Background: an optimization exercise with open tools, aiming at small area and few clock cycles per item. Do not read the settings as production practice.
Function was checked by simulation only, so behaviour that the tests miss may differ from the original.
Power figures rest on the tool's default switching activity, not on a simulated workload.

## design/flow/design.v

```verilog
`default_nettype none
package bc_pkg;
	localparam int BC_MAX_DIM = 4096;
	localparam int BC_CFG_W   = 13;
	localparam int BC_ADDR_W  = 3;
	localparam logic [1:0] MODE_DXT1 = 2'd0;
	localparam logic [1:0] MODE_DXT3 = 2'd1;
	localparam logic REG_WIDTH  = 1'b0;
	localparam logic REG_HEIGHT = 1'b1;
	typedef struct packed {
		logic [1:0]  mode;
		logic [9:0]  block_col;
		logic [9:0]  block_row;
		logic [63:0] alpha_word;
		logic [63:0] color_word;
	} bc_blk_t;
	typedef struct packed {
		logic [11:0] pixel_x;
		logic [11:0] pixel_y;
		logic [31:0] texel_0;
		logic [31:0] texel_1;
		logic [31:0] texel_2;
		logic [31:0] texel_3;
		logic [3:0]  write_mask;
		logic        last_row;
	} bc_row_t;
	typedef struct packed {
		logic [3:0][23:0] color;
		logic             transp;
		logic [7:0][7:0]  alut;
	} bc_pal_t;
endpackage
`default_nettype wire
`default_nettype none
import bc_pkg::*;
module bc_lane
(
	input  wire bc_pkg::bc_pal_t     pal,
	input  wire logic [1:0]  mode,
	input  wire logic [1:0]  sel,
	input  wire logic [3:0]  nib,
	input  wire logic [2:0]  aidx,
	output logic      [31:0] texel
);
	logic [7:0] alpha;
	always_comb begin
		case (mode)
			MODE_DXT1: alpha = (pal.transp && sel == 2'd3) ? 8'h00 : 8'hFF;
			MODE_DXT3: alpha = {nib, nib};
			default:   alpha = pal.alut[aidx];
		endcase
		texel = {alpha, pal.color[sel]};
	end
endmodule
`default_nettype wire
`default_nettype none
import bc_pkg::*;
module bc_palette
(
	input  wire logic        clk,
	input  wire logic        load_s1,
	input  wire logic        load_s2,
	input  wire logic [1:0]  mode,
	input  wire logic [15:0] alpha_ends,
	input  wire logic [31:0] color_ends,
	output bc_pkg::bc_pal_t          pal
);
	logic [2:0][7:0]  e0, e1;
	logic [2:0][9:0]  suma, sumb;
	logic [2:0][7:0]  mid;
	logic             interp3;
	logic             agt;
	logic [5:0][10:0] asum;
	logic [2:0][7:0]  e0_s1, e1_s1, mid_s1;
	logic [2:0][9:0]  suma_s1, sumb_s1;
	logic             interp3_s1, agt_s1;
	logic [7:0]       a0_s1, a1_s1;
	logic [5:0][10:0] asum_s1;
	bc_pkg::bc_pal_t pal_d;
	bc_pkg::bc_pal_t pal_s2;
	function automatic logic [7:0] exp5(input logic [4:0] v);
		exp5 = {v, v[4:2]};
	endfunction
	function automatic logic [7:0] exp6(input logic [5:0] v);
		exp6 = {v, v[5:4]};
	endfunction
	function automatic logic [7:0] div3(input logic [9:0] x);
		logic [19:0] p;
		p = 20'(x) * 20'd683;
		div3 = p[18:11];
	endfunction
	function automatic logic [7:0] div7(input logic [10:0] x);
		logic [22:0] p;
		p = 23'(x) * 23'd2341;
		div7 = p[21:14];
	endfunction
	function automatic logic [7:0] div5(input logic [10:0] x);
		logic [22:0] p;
		p = 23'(x) * 23'd3277;
		div5 = p[21:14];
	endfunction
	always_comb begin
		e0[0] = exp5(color_ends[15:11]);
		e0[1] = exp6(color_ends[10:5]);
		e0[2] = exp5(color_ends[4:0]);
		e1[0] = exp5(color_ends[31:27]);
		e1[1] = exp6(color_ends[26:21]);
		e1[2] = exp5(color_ends[20:16]);
		interp3 = (mode != MODE_DXT1) || (color_ends[15:0] > color_ends[31:16]);
		for (int ch = 0; ch < 3; ch++) begin
			suma[ch] = {1'b0, e0[ch], 1'b0} + 10'(e1[ch]);
			sumb[ch] = 10'(e0[ch]) + {1'b0, e1[ch], 1'b0};
			mid[ch]  = 8'((9'(e0[ch]) + 9'(e1[ch])) >> 1);
		end
		agt = alpha_ends[7:0] > alpha_ends[15:8];
		for (int i = 0; i < 6; i++) begin
			if (agt) begin
				asum[i] = 11'(alpha_ends[7:0]) * 11'(6 - i) + 11'(alpha_ends[15:8]) * 11'(i + 1);
			end else if (i < 4) begin
				asum[i] = 11'(alpha_ends[7:0]) * 11'(4 - i) + 11'(alpha_ends[15:8]) * 11'(i + 1);
			end else begin
				asum[i] = '0;
			end
		end
	end
	always_ff @(posedge clk) begin
		if (load_s1) begin
			e0_s1      <= e0;
			e1_s1      <= e1;
			mid_s1     <= mid;
			suma_s1    <= suma;
			sumb_s1    <= sumb;
			interp3_s1 <= interp3;
			agt_s1     <= agt;
			a0_s1      <= alpha_ends[7:0];
			a1_s1      <= alpha_ends[15:8];
			asum_s1    <= asum;
		end
	end
	always_comb begin
		pal_d.color[0] = {e0_s1[2], e0_s1[1], e0_s1[0]};
		pal_d.color[1] = {e1_s1[2], e1_s1[1], e1_s1[0]};
		for (int ch = 0; ch < 3; ch++) begin
			pal_d.color[2][8*ch +: 8] = interp3_s1 ? div3(suma_s1[ch]) : mid_s1[ch];
			pal_d.color[3][8*ch +: 8] = interp3_s1 ? div3(sumb_s1[ch]) : 8'h00;
		end
		pal_d.transp  = !interp3_s1;
		pal_d.alut[0] = a0_s1;
		pal_d.alut[1] = a1_s1;
		for (int i = 0; i < 6; i++) begin
			if (agt_s1) begin
				pal_d.alut[2 + i] = div7(asum_s1[i]);
			end else if (i < 4) begin
				pal_d.alut[2 + i] = div5(asum_s1[i]);
			end else if (i == 4) begin
				pal_d.alut[2 + i] = 8'h00;
			end else begin
				pal_d.alut[2 + i] = 8'hFF;
			end
		end
	end
	always_ff @(posedge clk) begin
		if (load_s2) begin
			pal_s2 <= pal_d;
		end
	end
	assign pal = pal_s2;
endmodule
`default_nettype wire
`default_nettype none
import bc_pkg::*;
module bc1_bc2_bc3_block_decoder
#(
	parameter int MAX_DIM = bc_pkg::BC_MAX_DIM
) (
	input  wire logic                 clk,
	input  wire logic                 arst_n,
	input  wire logic                 blk_valid,
	output logic                      blk_stall,
	input  wire logic [149:0]         blk_data,
	output logic                      row_valid,
	input  wire logic                 row_stall,
	output logic      [156:0]         row_data,
	input  wire logic                 psel,
	input  wire logic                 penable,
	input  wire logic                 pwrite,
	input  wire logic [bc_pkg::BC_ADDR_W-1:0] paddr,
	input  wire logic [31:0]          pwdata,
	output logic      [31:0]          prdata,
	output logic                      pready
);
	localparam int DimW = ($clog2(MAX_DIM + 1) > BC_CFG_W) ? $clog2(MAX_DIM + 1) : BC_CFG_W;
	logic [BC_CFG_W-1:0] width_q, height_q;
	logic [DimW-1:0]     w_eff, h_eff;
	logic v1_q, v2_q, out_valid_q;
	logic [1:0] row_cnt_q;
	logic out_free, emit, rel2, adv, accept;
	logic [1:0]  mode_s1, mode_s2;
	logic [9:0]  col_s1, col_s2, brow_s1, brow_s2;
	logic [63:0] aw_s1, aw_s2;
	logic [31:0] cidx_s1, cidx_s2;
	bc_pkg::bc_pal_t pal;
	bc_pkg::bc_blk_t blk;
	logic [3:0][7:0]  cidx_rows;
	logic [3:0][15:0] nib_rows;
	logic [3:0][11:0] aidx_rows;
	logic [7:0]       cidx_row;
	logic [15:0]      nib_row;
	logic [11:0]      aidx_row;
	logic [3:0][31:0] texel;
	logic [3:0]       mask;
	logic [11:0]      px, py;
	bc_pkg::bc_row_t          row_d, out_q;
	assign blk = blk_data;
	always_ff @(posedge clk or negedge arst_n) begin
		if (!arst_n) begin
			width_q  <= BC_CFG_W'(4);
			height_q <= BC_CFG_W'(4);
		end else if (psel && penable && pwrite) begin
			case (paddr[2])
				REG_WIDTH:  width_q  <= pwdata[BC_CFG_W-1:0];
				REG_HEIGHT: height_q <= pwdata[BC_CFG_W-1:0];
				default:    ;
			endcase
		end
	end
	assign pready = 1'b1;
	assign prdata = (paddr[2] == REG_HEIGHT) ? 32'(height_q) : 32'(width_q);
	assign w_eff = (DimW'(width_q) > DimW'(MAX_DIM)) ? DimW'(MAX_DIM) : DimW'(width_q);
	assign h_eff = (DimW'(height_q) > DimW'(MAX_DIM)) ? DimW'(MAX_DIM) : DimW'(height_q);
	assign out_free  = !out_valid_q || !row_stall;
	assign emit      = v2_q && out_free;
	assign rel2      = emit && (row_cnt_q == 2'd3);
	assign adv       = v1_q && (!v2_q || rel2);
	assign blk_stall = v1_q && !adv;
	assign accept    = blk_valid && !blk_stall;
	always_ff @(posedge clk or negedge arst_n) begin
		if (!arst_n) begin
			v1_q        <= 1'b0;
			v2_q        <= 1'b0;
			row_cnt_q   <= 2'd0;
			out_valid_q <= 1'b0;
		end else begin
			v1_q        <= accept || (v1_q && !adv);
			v2_q        <= adv || (v2_q && !rel2);
			out_valid_q <= emit || (out_valid_q && row_stall);
			if (adv) begin
				row_cnt_q <= 2'd0;
			end else if (emit) begin
				row_cnt_q <= row_cnt_q + 2'd1;
			end
		end
	end
	always_ff @(posedge clk) begin
		if (accept) begin
			mode_s1 <= blk.mode;
			col_s1  <= blk.block_col;
			brow_s1 <= blk.block_row;
			aw_s1   <= blk.alpha_word;
			cidx_s1 <= blk.color_word[63:32];
		end
		if (adv) begin
			mode_s2 <= mode_s1;
			col_s2  <= col_s1;
			brow_s2 <= brow_s1;
			aw_s2   <= aw_s1;
			cidx_s2 <= cidx_s1;
		end
		if (emit) begin
			out_q <= row_d;
		end
	end
	bc_palette u_palette (
		.clk        (clk),
		.load_s1    (accept),
		.load_s2    (adv),
		.mode       (blk.mode),
		.alpha_ends (blk.alpha_word[15:0]),
		.color_ends (blk.color_word[31:0]),
		.pal        (pal)
	);
	assign cidx_rows = cidx_s2;
	assign nib_rows  = aw_s2;
	assign aidx_rows = aw_s2[63:16];
	assign cidx_row  = cidx_rows[row_cnt_q];
	assign nib_row   = nib_rows[row_cnt_q];
	assign aidx_row  = aidx_rows[row_cnt_q];
	assign px = {col_s2, 2'b00};
	assign py = {brow_s2, row_cnt_q};
	for (genvar k = 0; k < 4; k++) begin : g_lane
		bc_lane u_lane (
			.pal   (pal),
			.mode  (mode_s2),
			.sel   (cidx_row[2*k +: 2]),
			.nib   (nib_row[4*k +: 4]),
			.aidx  (aidx_row[3*k +: 3]),
			.texel (texel[k])
		);
		assign mask[k] = ((DimW'(px) + DimW'(k)) < w_eff) && (DimW'(py) < h_eff);
	end
	always_comb begin
		row_d.pixel_x    = px;
		row_d.pixel_y    = py;
		row_d.texel_0    = texel[0];
		row_d.texel_1    = texel[1];
		row_d.texel_2    = texel[2];
		row_d.texel_3    = texel[3];
		row_d.write_mask = mask;
		row_d.last_row   = (row_cnt_q == 2'd3);
	end
	assign row_valid = out_valid_q;
	assign row_data  = out_q;
endmodule
`default_nettype wire
```

## design/flow/run.sh

```bash
#!/bin/bash
# synth_recipe.tcl (not shown) runs the flow's synth.tcl, then flattens the netlist and writes it again
# the make line also repeats each setting of config.mk as NAME=value (left out here)
make -C /OpenROAD-flow-scripts/flow DESIGN_CONFIG=/design/flow/config.mk WORK_HOME=/design/flow/orfs CLKGATE_MAP_FILE= SYNTH_SCRIPT=/design/flow/synth_recipe.tcl finish
```

## design/flow/config.mk

```make
export PLATFORM = sky130hd
export DESIGN_NAME = bc1_bc2_bc3_block_decoder
export DESIGN_NICKNAME = bc1_bc2_bc3_block_decoder
export VERILOG_FILES = /design/flow/design.v
export SDC_FILE = /design/flow/constraint.sdc
export NUM_CORES = 4
export LEC_CHECK = 0
export CAP_MARGIN = 20
export CORE_MARGIN = 2
export CORE_UTILIZATION = 40
export SLEW_MARGIN = 20
```

## design/flow/constraint.sdc

```tcl
create_clock -name core_clock -period 7.0 [get_ports {clk}]
set_input_delay 1.4000 -clock core_clock [delete_from_list [all_inputs] [get_ports {clk}]]
set_output_delay 1.4000 -clock core_clock [all_outputs]
set_load 0.01 [all_outputs]
```

==> results.txt <==
==> area by class of cell <==
cell class	count	area [sq um]
well taps	2058	2570
clock buffers	101	2190
fillers	14300	84700
diodes	3	7.51
clock inverters	47	616
flip-flops and latches	725	21600
repair buffers	382	3770
multi-input cells	3601	36700
inverters	978	3680
==> cells in the mapped netlist (15+ instances only) <==
master,instances,area [sq um]
edfxtp_1,694,20800
nand4_1,25,156
buf_4,39,293
clkbuf_1,51,191
ha_1,1166,14600
xnor2_1,173,1520
buf_2,34,170
nand2b_1,26,163
fa_1,364,7290
o21ai_0,127,636
mux2_2,56,631
nor2_1,165,619
a21oi_1,318,1590
mux4_2,98,2210
o31ai_1,23,173
a31oi_1,35,219
nand2_1,205,769
inv_1,976,3660
o21a_1,26,195
nor2b_1,56,350
xor2_1,98,858
or3_1,15,93.8
and2_1,39,244
nor3_1,48,240
nand3_1,56,280
dfrtp_1,29,726
o21bai_1,53,398
a211oi_1,76,571
mux2i_1,96,961
a21o_1,87,653
a311oi_1,19,166
==> power breakdown <==
part	internal [mW]	total, mW	switching [mW]	leakage, nW
registers	6.46	7.35	0.894	6.79
logic	9.77	22.2	12.5	24.3
clock network	2.62	4.50	1.87	1.37
==> through the flow <==
stage	worst slack, ns	util [%]	hold WS [ns]	cell area (sq um)
after floorplan	1.31	-	0.400	62700
after global placement	1.14	43.9	0.402	68400
after detailed placement	1.11	43.9	0.405	68400
after CTS	1.38	45.7	0.406	71200
after global routing	1.02	45.7	0.415	71200
final	1.43	45.7	0.406	71200
==> registers in the layout (all words and copies together) (netlist names), 10 cells and up <==
signal	flops
aw_s1	64
u_palette.e1_s1	13
width_q	13
aw_s2	64
u_palette.e0_s1	13
cidx_s1	32
u_palette.asum_s1	62
cidx_s2	32
out_q	155
u_palette.sumb_s1	30
brow_s2	10
col_s2	10
u_palette.mid_s1	24
col_s1	10
u_palette.suma_s1	30
height_q	13
brow_s1	10
u_palette.pal_s2	129
==> worst max-delay path, stage by stage, from the launching register on <==
cell and delay [ns]:
edfxtp_1 0.61, inv_1 0.18, ha_1 0.36, fa_1 0.56, inv_1 0.08, fa_1 0.56, inv_1 0.06, fa_1 0.40
inv_1 0.08, fa_1 0.41, ha_1 0.34, a21oi_1 0.15, a21boi_0 0.10, a31oi_1 0.31, a211oi_1 0.13, a2111o_1 0.42
o31ai_1 0.26, xnor2_1 0.18, mux2i_1 0.10
==> path summary, 6_finish.rpt <==
| path | startpoint | end | slack [ns] | cells past startpoint |
|---|---|---|---|---|
| max | u_palette.asum_s1[3] | u_palette.pal_s2[23] | 1.43 | 18 |
| min | u_palette.e1_s1[3] | u_palette.pal_s2[92] | 0.41 | 0 |
| max reg2reg | u_palette.asum_s1[3] | u_palette.pal_s2[23] | 1.43 | 18 |
| min reg2reg | u_palette.e1_s1[3] | u_palette.pal_s2[92] | 0.41 | 0 |
| max in group asynchronous | arst_n | width_q[2] | 5.56 | 2 |
| min in group asynchronous | arst_n | height_q[4] | 1.10 | 2 |
==> layout by cell type, fill, tap and decap left out, types with 84 or more instances in the layout <==
cell type	instances
a21o_1	87
a21oi_1	317
clkbuf_16	84
clkdlybuf4s50_1	340
edfxtp_1	694
fa_1	364
ha_1	1166
inv_1	975
mux2i_1	96
mux4_2	98
nand2_1	205
nor2_1	165
o21ai_0	127
xnor2_1	173
xor2_1	98
==> metal layers <==
layer / up-vias / track usage, % / share of wire (%)
li1: 19700 / - / -
met1: 20100 / 26.9 / 46
met2: 863 / 31.7 / 47
met3: 153 / 2.23 / 4.4
met4: 2 / 4.82 / 2.1
met5: - / 0 / 0.013
==> logic make-up after synthesis <==
| family | after synthesis |
|---|---|
| adders and majority gates | 1530 |
| buffers and inverters | 1104 |
| AOI/OAI and AO/OA | 831 |
| DFF | 725 |
| and+or+nand+nor | 694 |
| xor gates and xnor gates | 271 |
| muxes | 253 |
| other | 2 |
==> parameters.txt <==
Parameter                              Value

Cells and area
  Share of post-route cells with drive strength above 1    6.02%
  Growth of design area from synthesis to finish    13.7%
  Final cell count without fillers    7895
  Total Nets Final    7491

Synthesis
  Number of flip-flops and latches in the synthesized netlist    725
  Post-Synth Simple-Gate Area    5.31%
  Proportion of register bits with asynchronous set or reset after synthesis    4.28%
  Main combinational cell family by area after synthesis    adder cells
  Xor and xnor fraction of the mapped netlist area    3.79%
  Number of warnings printed during yosys synthesis    3
  Most instantiated flip-flop cell in the synthesis netlist    edfxtp_1
  Post-synthesis sequential area ratio    34.5%
  Mean instance size in the synthesized netlist    11.6 sq um
  Compound-cell area share of the yosys netlist    8.36%
  Synthesized instance count    5410
  Post-synth EDFFs    694
  Proportion of synthesized area in mux cells    6.12%
  Post-Synthesis Cell Area    62600 sq um
  Post-synthesis share of cell area spent on full adders, half adders and majority gates    34.9%
  Unique cell type count in the Yosys netlist    68

CTS
  Number of hold buffers added after CTS    0
  Number of levels the H-tree was split into    3
  Clock tree from TritonCTS    yes
  Number of buffers on the longest clock path    3
  CTS clock-pin slew for the worst setup and hold paths    0.06 ns
  CTS Buf Count    81
  Gates resized, CTS repair    0
  Clock insertion delay at the later pin of the skew report    0.71 ns
  Number of setup buffers added after CTS    0
  Clock root buffer master    clkbuf_16
  CTS sink count    725

GRT
  Wire length of the first global-routing pass    238000 um
  Pin count of the biggest net entering global routing    144
  Global-route total usage across every layer    19.2%
  Initial antenna violation count    9
  Number of global-route vias before repair    41.4k
  Grt ovf    0

Detailed routing
  Via total after detailed routing    40.8k
  Number of design-rule violations left by the first detailed-router iteration    2340
  DRC    0
  Routed len/inst    19.4 um
  Remaining antenna violation count after routing    0
  Routed via count divided by cell count    5.16
  First-pass iteration count of the detailed router    5
  Final wirelength    153000 um

STA
  Post-Route Setup TNS    0 ns
  Fin. Hold Viols    0
  Least-Margin Pin Slew    1.07 ns
  Number of setup violations in the final report    0
  Max Slew Vio Count    0
  Clock period minus worst slack    5.57 ns
  Max Clock Skew    0.0411 ns
  Final period utilization    79.6%
  Maximum clock frequency    180 MHz
  Setup repair after global routing missed its margin    false
  Worst rel slew slack    28.8%

Worst setup path
  Worst Setup Path Type    reg -> reg
  Crit path max fanout    8
  Startpoint type of the worst setup path    flop
  Worst path required time    7.41 ns
  Arrival time of data at the critical path endpoint    5.98 ns
  Kind of end point of the critical path    flop

Floorplanning
  Die width    400 um
  Effective utilization at floorplan    40.2%
  Io pins    384
  Standard-cell rows    145
  Die span in y    400 um
  DIE AREA    160000 sq um
  Std-Cell Core Area    156000 sq um

Placed design
  I/O Buffers    340
  Placed cell count    7744
  DP Wirelength    122000 um
  Weighted congestion at the end of routability-driven global placement    0.879

Job
  Max-cap violations    0

Pwr
  Reported leakage power    32.4 nW
  PwrDens    479 nW/um^2
  Overall power    34.1 mW
  Max VDD drop    321 uV

Status
  Result of the run    finished clean

Worst hold path
  Worst hold path type    reg -> reg
Testbench counts, summed over its fixed seeds: cycles 8,216, items 8,192.

==> what the ideal ports hide <==
How much do the figures lean on ideal ports? The routed layout below was timed once more, with nothing changed but the port constraints.
Step 1, drivers: a clkbuf_16 drives clk and a buf_2 each remaining input, both assumed.
Step 2 moves the port delays by t, midway between the first and last clock arrival at a register: inputs arrive t later, outputs are due t later. That takes back most of the time a late clock gives input paths.
a / b / c = ideal / step 1 / step 2; a / b = the first two.
t (ns): 0.773
setup WS [ns]: 1.429 / 1.429 / 1.107
worst hold slack (ns): 0.406 / 0.406 / 0.406
worst setup path after step 2: input to register
pins driven straight from the clock port: 1
After both steps setup and hold are still met in this run. The setup slack of this run moves by 0.000 ns with the drivers and by -0.322 ns with both steps.
